This is an optimization exercise on Yosys and OpenROAD, whose aim is small area, not a production implementation.

==> run a <==
## alu_system
module alu_system (
    input  wire         clk,
    input  wire         reset,
    input  wire  [35:0] i_ctrl,
    output logic [7:0]  o_alu_out,
    output logic [3:0]  o_flags,
    output logic [7:0]  o_address,
    output logic [7:0]  o_mem_data,
    output logic [15:0] o_ir
);
==> module alu_mux4, before the edit <==
module alu_mux4 (
    input  wire [3:0] i_d,
    input  wire [1:0] i_s,
    output logic      o_y
);
    assign o_y = i_d[i_s];
endmodule
==> module alu_unit, before the edit <==
module alu_unit (
    input  wire                     clk,
    input  wire                     reset,
    input  alu_system_pkg::alu_op_e  i_op,
    input  wire                     i_flag_we,
    input  alu_system_pkg::data_t    i_a,
    input  alu_system_pkg::data_t    i_b,
    output alu_system_pkg::data_t    o_result,
    output alu_system_pkg::flags_t   o_flags
);
    localparam int W   = alu_system_pkg::DATA_W;
    localparam int MSB = W - 1;
    alu_system_pkg::flags_t flags_q;
    alu_system_pkg::flags_t flags_nxt;
    alu_system_pkg::data_t  result;
    alu_system_pkg::data_t  b_op;
    alu_system_pkg::data_t  sum;
    alu_system_pkg::data_t  logic_r;     
    alu_system_pkg::data_t  shl_r;       
    alu_system_pkg::data_t  shr_r;       
    logic [W:0]             carry;
    logic [3:0]             tt;          
    logic [1:0]             pick;        
    logic                   is_sub;
    logic                   is_arith;    
    logic                   is_shift;
    always_comb
    begin
        is_sub   = (i_op == alu_system_pkg::OP_SUB);
        b_op     = is_sub ? ~i_b : i_b;
        carry[0] = is_sub | ((i_op == alu_system_pkg::OP_ADC) & flags_q.c);
        for (int i = 0; i < W; i++)
        begin
            sum[i]     = i_a[i] ^ b_op[i] ^ carry[i];
            carry[i+1] = (i_a[i] & b_op[i]) | (carry[i] & (i_a[i] ^ b_op[i]));
        end
    end
    always_comb
    begin
        case (i_op)
            alu_system_pkg::OP_PASS_A: tt = 4'b1100;
            alu_system_pkg::OP_PASS_B: tt = 4'b1010;
            alu_system_pkg::OP_NOT_A:  tt = 4'b0011;
            alu_system_pkg::OP_NOT_B:  tt = 4'b0101;
            alu_system_pkg::OP_AND:    tt = 4'b1000;
            alu_system_pkg::OP_OR:     tt = 4'b1110;
            default:                   tt = 4'b0110;    
        endcase
    end
    for (genvar i = 0; i < W; i++)
    begin : g_lu
        alu_mux4 lu (.i_d(tt), .i_s({i_a[i], i_b[i]}), .o_y(logic_r[i]));
    end
    assign shl_r = {i_a[MSB-1:0], (i_op == alu_system_pkg::OP_ROL) & flags_q.c};
    assign shr_r = {((i_op == alu_system_pkg::OP_ASR) & i_a[MSB]) |
                    ((i_op == alu_system_pkg::OP_ROR) & flags_q.c), i_a[MSB:1]};
    always_comb
    begin
        is_arith = (i_op == alu_system_pkg::OP_ADD) | (i_op == alu_system_pkg::OP_ADC) | is_sub;
        is_shift = i_op[3] & (i_op[2] | i_op[1]);        
        pick     = is_shift ? {1'b1, i_op[0]} : {1'b0, is_arith};
    end
    for (genvar i = 0; i < W; i++)
    begin : g_res
        alu_mux4 rs (.i_d({shr_r[i], shl_r[i], sum[i], logic_r[i]}), .i_s(pick), .o_y(result[i]));
    end
    always_comb
    begin
        flags_nxt.z = (result == '0);
        flags_nxt.n = result[MSB];
        flags_nxt.c = is_arith ? carry[W] :
                      is_shift ? (i_op[0] ? i_a[0] : i_a[MSB]) : flags_q.c;
        flags_nxt.o = is_arith ? ((i_a[MSB] == b_op[MSB]) & (sum[MSB] != i_a[MSB])) :
                      (i_op == alu_system_pkg::OP_ASL) ? (i_a[MSB] ^ i_a[MSB-1]) : flags_q.o;
    end
    always_ff @(posedge clk or posedge reset)
    begin
        if (reset)
            flags_q <= '0;
        else if (i_flag_we)
            flags_q <= flags_nxt;
    end
    assign o_result = result;
    assign o_flags  = flags_q;
endmodule
==> module mem_col, before the edit <==
module mem_col (
    input  alu_system_pkg::data_t i_wdata,
    input  wire                   i_ph,
    input  wire                   i_wr,
    output alu_system_pkg::data_t o_col
);
    assign o_col = i_wr ? (i_wdata ^ {8{i_ph}}) : '1;
endmodule
==> module data_memory, before the edit <==
module data_memory (
    input  wire                  clk,
    input  alu_system_pkg::data_t i_addr,
    input  alu_system_pkg::data_t i_wdata,
    input  wire                  i_wr,
    input  wire                  i_cs_n,
    output alu_system_pkg::data_t o_rdata
);
    logic [15:0]           hi;
    logic [15:0]           hw_n;
    logic [15:0]           lo;
    logic [255:0]          sel_n;
    logic [255:0]          wen;
    logic [2047:0]         q;
    logic [15:0]           col;      
    alu_system_pkg::data_t rd;
    logic                  ph;       
    always_ff @(posedge clk)
    begin
        ph <= !ph;
    end
    for (genvar h = 0; h < 2; h++)
    begin : g_col
        mem_col cd (.i_wdata(i_wdata), .i_ph(ph), .i_wr(i_wr), .o_col(col[8*h +: 8]));
    end
    mem_pre pre0 (
        .i_addr(i_addr), .i_cs_n(i_cs_n), .i_wr(i_wr), .o_hi(hi), .o_hw_n(hw_n), .o_lo(lo)
    );
    mem_dec dec0 (.i_hi(hi), .i_lo(lo), .o_sel_n(sel_n));
    for (genvar r = 0; r < 256; r++)
    begin : g_row
        mem_wen wen0 (.i_sel_n(sel_n[r]), .i_hw_n(hw_n[r / 16]), .o_wen(wen[r]));
        mem_row row (
            .clk(clk), .i_sel_n(sel_n[r]), .i_wen(wen[r]), .i_col(col[8*(r/128) +: 8]), .o_q(q[r*8 +: 8])
        );
    end
    mem_read rd0 (.i_sel_n(sel_n), .i_q(q), .o_rd(rd));
    logic rd_one;    
    logic rd_zero;   
    assign rd_one  = !i_cs_n & !i_wr & !ph;
    assign rd_zero = !i_cs_n & !i_wr & ph;
    for (genvar b = 0; b < 8; b++)
    begin : g_out
        assign o_rdata[b] = rd[b] ? rd_one : rd_zero;
    end
endmodule
export LEC_CHECK = 0
export CAP_MARGIN = 10
export CORE_MARGIN = 2
export CORE_UTILIZATION = 60
export CTS_BUF_LIST = sky130_fd_sc_hd__clkbuf_8
export CTS_CLUSTER_DIAMETER = 70
export CTS_CLUSTER_SIZE = 18
export GPL_TIMING_DRIVEN = 0
export SETUP_SLACK_MARGIN = 0.3
export SLEW_MARGIN = 10
export SYNTH_HIERARCHICAL = 1
export SYNTH_MINIMUM_KEEP_SIZE = 0
create_clock -name core_clock -period 10.0 [get_ports {clk}]
standard.sh (not shown) runs the stock make flow with config.mk's settings and CLKGATE_MAP_FILE= SYNTH_SCRIPT=/design/flow/synth_recipe.tcl, a recipe that flattens the netlist after the stock synthesis.
==> flow/flow/run.sh <==
#!/bin/bash
# Standard ORFS layout with three changes:
# - after the standard synthesis (run unchanged), every combinational cell is
#   set to its smallest drive strength (downsize.py); registers keep their
#   cells, and the flow's repair steps size up only what slew and timing need;
# - the buffers ABC inserted are removed at floorplan (REMOVE_ABC_BUFFERS);
# - the port buffers are small buffers instead of delay cells.
# Each tool's output goes to flow_*.log here; ORFS keeps its own logs in orfs/logs.
set -euo pipefail
W=$(pwd)
R=$W/orfs/results/$FLOW_PLATFORM/alu_system/base
LIB=$FLOW_HOME/platforms/$FLOW_PLATFORM/lib/sky130_fd_sc_hd__tt_025C_1v80.lib
bash standard.sh synth > $W/flow_synth.log 2>&1
cp $R/1_2_yosys.v $W/1_2_yosys_orig.v
python3 $W/flow/downsize.py $LIB $R/1_2_yosys.v > $W/flow_downsize.log 2>&1
rm -f $R/1_synth.odb
bash standard.sh REMOVE_ABC_BUFFERS=1 "BUFFER_PORTS_ARGS=-buffer_cell sky130_fd_sc_hd__buf_2" finish > $W/flow_finish.log 2>&1
==> flow/flow/downsize.py <==
# Rewrites a Yosys netlist so that every combinational cell uses the smallest-area
# variant of its function (same cell family, different drive strength).
# Registers keep their cell types. Usage: downsize.py LIB NETLIST
import re, sys
lib = open(sys.argv[1]).read()
area = {m.group(1): float(m.group(2)) for m in
        re.finditer(r'cell\s*\(\s*"?(sky130_fd_sc_hd__\w+)"?\s*\)\s*\{.*?area\s*:\s*([\d.]+)', lib, re.S)}
skip = re.compile(r'sky130_fd_sc_hd__(s?e?df|dl|sdl|clk|tap|fill|decap|conb|lpflow|probe|fa_|ha_|maj)')
fam = {}
for c in area:
    m = re.match(r'(sky130_fd_sc_hd__\w+?)_(\d+)$', c)
    if m and not skip.match(c):
        fam.setdefault(m.group(1), []).append(c)
best = {}
for f, cells in fam.items():
    b = min(cells, key=lambda c: (area[c], int(c.rsplit('_', 1)[1])))
    for c in cells:
        if c != b and area[c] > area[b]:
            best[c] = b
text = open(sys.argv[2]).read()
n = [0]
def sub(m):
    c = m.group(1)
    if c in best:
        n[0] += 1
        return best[c] + m.group(2)
    return m.group(0)
text = re.sub(r'\b(sky130_fd_sc_hd__\w+)(\s+[\\\w])', sub, text)
open(sys.argv[2], 'w').write(text)
print("downsized", n[0], "cells")
==> inputs of run b, as changes to run a <==
--- a/flow/design.v
+++ b/flow/design.v
@@ -201,13 +201,6 @@
 endmodule
 `default_nettype wire
 `default_nettype none
-module alu_mux4 (
-    input  wire [3:0] i_d,
-    input  wire [1:0] i_s,
-    output logic      o_y
-);
-    assign o_y = i_d[i_s];
-endmodule
 module alu_unit (
     input  wire                     clk,
     input  wire                     reset,
@@ -225,15 +218,11 @@
     alu_system_pkg::data_t  result;
     alu_system_pkg::data_t  b_op;
     alu_system_pkg::data_t  sum;
-    alu_system_pkg::data_t  logic_r;     
-    alu_system_pkg::data_t  shl_r;       
-    alu_system_pkg::data_t  shr_r;       
     logic [W:0]             carry;
-    logic [3:0]             tt;          
-    logic [1:0]             pick;        
     logic                   is_sub;
     logic                   is_arith;    
-    logic                   is_shift;
+    logic                   shl;         
+    logic                   shr;         
     always_comb
     begin
         is_sub   = (i_op == alu_system_pkg::OP_SUB);
@@ -248,38 +237,33 @@
     always_comb
     begin
         case (i_op)
-            alu_system_pkg::OP_PASS_A: tt = 4'b1100;
-            alu_system_pkg::OP_PASS_B: tt = 4'b1010;
-            alu_system_pkg::OP_NOT_A:  tt = 4'b0011;
-            alu_system_pkg::OP_NOT_B:  tt = 4'b0101;
-            alu_system_pkg::OP_AND:    tt = 4'b1000;
-            alu_system_pkg::OP_OR:     tt = 4'b1110;
-            default:                   tt = 4'b0110;    
+            alu_system_pkg::OP_PASS_A: result = i_a;
+            alu_system_pkg::OP_PASS_B: result = i_b;
+            alu_system_pkg::OP_NOT_A:  result = ~i_a;
+            alu_system_pkg::OP_NOT_B:  result = ~i_b;
+            alu_system_pkg::OP_ADD,
+            alu_system_pkg::OP_ADC,
+            alu_system_pkg::OP_SUB:    result = sum;
+            alu_system_pkg::OP_AND:    result = i_a & i_b;
+            alu_system_pkg::OP_OR:     result = i_a | i_b;
+            alu_system_pkg::OP_XOR:    result = i_a ^ i_b;
+            alu_system_pkg::OP_LSL,
+            alu_system_pkg::OP_ASL:    result = {i_a[MSB-1:0], 1'b0};
+            alu_system_pkg::OP_LSR:    result = {1'b0, i_a[MSB:1]};
+            alu_system_pkg::OP_ASR:    result = {i_a[MSB], i_a[MSB:1]};
+            alu_system_pkg::OP_ROL:    result = {i_a[MSB-1:0], flags_q.c};
+            default:                   result = {flags_q.c, i_a[MSB:1]};    
         endcase
-    end
-    for (genvar i = 0; i < W; i++)
-    begin : g_lu
-        alu_mux4 lu (.i_d(tt), .i_s({i_a[i], i_b[i]}), .o_y(logic_r[i]));
-    end
-    assign shl_r = {i_a[MSB-1:0], (i_op == alu_system_pkg::OP_ROL) & flags_q.c};
-    assign shr_r = {((i_op == alu_system_pkg::OP_ASR) & i_a[MSB]) |
-                    ((i_op == alu_system_pkg::OP_ROR) & flags_q.c), i_a[MSB:1]};
-    always_comb
-    begin
         is_arith = (i_op == alu_system_pkg::OP_ADD) | (i_op == alu_system_pkg::OP_ADC) | is_sub;
-        is_shift = i_op[3] & (i_op[2] | i_op[1]);        
-        pick     = is_shift ? {1'b1, i_op[0]} : {1'b0, is_arith};
-    end
-    for (genvar i = 0; i < W; i++)
-    begin : g_res
-        alu_mux4 rs (.i_d({shr_r[i], shl_r[i], sum[i], logic_r[i]}), .i_s(pick), .o_y(result[i]));
-    end
-    always_comb
-    begin
+        shl      = (i_op == alu_system_pkg::OP_LSL) | (i_op == alu_system_pkg::OP_ASL) |
+                   (i_op == alu_system_pkg::OP_ROL);
+        shr      = (i_op == alu_system_pkg::OP_LSR) | (i_op == alu_system_pkg::OP_ASR) |
+                   (i_op == alu_system_pkg::OP_ROR);
         flags_nxt.z = (result == '0);
         flags_nxt.n = result[MSB];
         flags_nxt.c = is_arith ? carry[W] :
-                      is_shift ? (i_op[0] ? i_a[0] : i_a[MSB]) : flags_q.c;
+                      shl      ? i_a[MSB] :
+                      shr      ? i_a[0]   : flags_q.c;
         flags_nxt.o = is_arith ? ((i_a[MSB] == b_op[MSB]) & (sum[MSB] != i_a[MSB])) :
                       (i_op == alu_system_pkg::OP_ASL) ? (i_a[MSB] ^ i_a[MSB-1]) : flags_q.o;
     end
@@ -309,14 +293,6 @@
     end
     assign o_q = q;
 endmodule
-module mem_col (
-    input  alu_system_pkg::data_t i_wdata,
-    input  wire                   i_ph,
-    input  wire                   i_wr,
-    output alu_system_pkg::data_t o_col
-);
-    assign o_col = i_wr ? (i_wdata ^ {8{i_ph}}) : '1;
-endmodule
 module mem_wen (
     input  wire  i_sel_n,
     input  wire  i_hw_n,
@@ -420,17 +396,14 @@
     logic [255:0]          sel_n;
     logic [255:0]          wen;
     logic [2047:0]         q;
-    logic [15:0]           col;      
+    alu_system_pkg::data_t col;      
     alu_system_pkg::data_t rd;
     logic                  ph;       
     always_ff @(posedge clk)
     begin
         ph <= !ph;
     end
-    for (genvar h = 0; h < 2; h++)
-    begin : g_col
-        mem_col cd (.i_wdata(i_wdata), .i_ph(ph), .i_wr(i_wr), .o_col(col[8*h +: 8]));
-    end
+    assign col = i_wr ? (i_wdata ^ {8{ph}}) : '1;
     mem_pre pre0 (
         .i_addr(i_addr), .i_cs_n(i_cs_n), .i_wr(i_wr), .o_hi(hi), .o_hw_n(hw_n), .o_lo(lo)
     );
@@ -439,7 +412,7 @@
     begin : g_row
         mem_wen wen0 (.i_sel_n(sel_n[r]), .i_hw_n(hw_n[r / 16]), .o_wen(wen[r]));
         mem_row row (
-            .clk(clk), .i_sel_n(sel_n[r]), .i_wen(wen[r]), .i_col(col[8*(r/128) +: 8]), .o_q(q[r*8 +: 8])
+            .clk(clk), .i_sel_n(sel_n[r]), .i_wen(wen[r]), .i_col(col), .o_q(q[r*8 +: 8])
         );
     end
     mem_read rd0 (.i_sel_n(sel_n), .i_q(q), .o_rd(rd));
==> flow/flow/run.sh (replaced) <==
#!/bin/bash
# Standard ORFS layout, except that after the standard synthesis every
# combinational cell is set to its smallest drive strength; the flow's own
# repair steps then size up only what timing needs.
set -euo pipefail
W=$(pwd)
R=$W/orfs/results/$FLOW_PLATFORM/alu_system/base
LIB=$FLOW_HOME/platforms/$FLOW_PLATFORM/lib/sky130_fd_sc_hd__tt_025C_1v80.lib
bash standard.sh synth > $W/flow_synth.log 2>&1
cp $R/1_2_yosys.v $W/1_2_yosys_orig.v
python3 $W/flow/downsize.py $LIB $R/1_2_yosys.v > $W/flow_downsize.log 2>&1
rm -f $R/1_synth.odb
bash standard.sh REMOVE_ABC_BUFFERS=1 "BUFFER_PORTS_ARGS=-buffer_cell sky130_fd_sc_hd__buf_2" finish > $W/flow_finish.log 2>&1
Settings changed: CTS_CLUSTER_DIAMETER 70 to 65, CTS_CLUSTER_SIZE 18 to 16, SETUP_SLACK_MARGIN 0.3 to 0.45.
==> flow_summary.toml <==
[power_and_ir_drop]
comb-power_mw = 4.95
swShare_pct = 33.5

[status]
status = "finished clean"

[routing]
vias_per_cell = 6.99

[min_path]
min_to = "mem0.g_row[245].row.q[0]$_DFF_P_"
hp-start = "mem0.g_row[245].row.q[0]$_DFF_P_"

[sta]
period_needed_ns = 9.86
[end of results for run a]
==> flow_summary.toml <==
[place]
dp_slack_ns = -0.263

[power_and_ir_drop]
comb-power_mw = 3.86
switchingPower_mw = 5.62

[final_layout]
multi_input_comb_cells = 4616

[global_routing]
top_usage_layer = "met1"

[min_path]
min_to = "mem0.g_row[221].row.q[1]$_DFF_P_"

[status]
status = "finished clean"

[clock_network]
clkLatencyLatePin_ns = 0.93

[routing]
vias_per_cell = 7.08
first_iter_violations = 7032

[sta]
grt_setup_unrepaired = "true"

[floorplanning]
die_w_um = 358
[end of results for run b]
No run of this note included a check of the RTL's function; only the layout flow was run.

[re-timing with driven ports]
The results above use ideal ports. As a check the final layouts listed here were re-extracted and re-timed, cells and wires unchanged.
Step 1 assumes that a clkbuf_16 drives the clock port and a buf_2 every other input.
Step 2 moves the port delays by t, midway between the first and last clock arrival at a register: inputs arrive t later, outputs are due t later. That takes back most of the time a late clock gives input paths.
Slacks: ideal ports / drivers / drivers and shift; pairs: ideal ports / drivers.
run	t, ns	setup WS [ns]	pins driven straight from the clock port
run a	0.964	0.144 / 0.096 / 0.096	1
run b	0.976	0.283 / 0.256 / 0.256	1
After both steps setup and hold are still met in every run listed. For run a, which loses most, drivers alone change the setup slack by -0.048 ns; drivers and shift together by -0.048 ns.
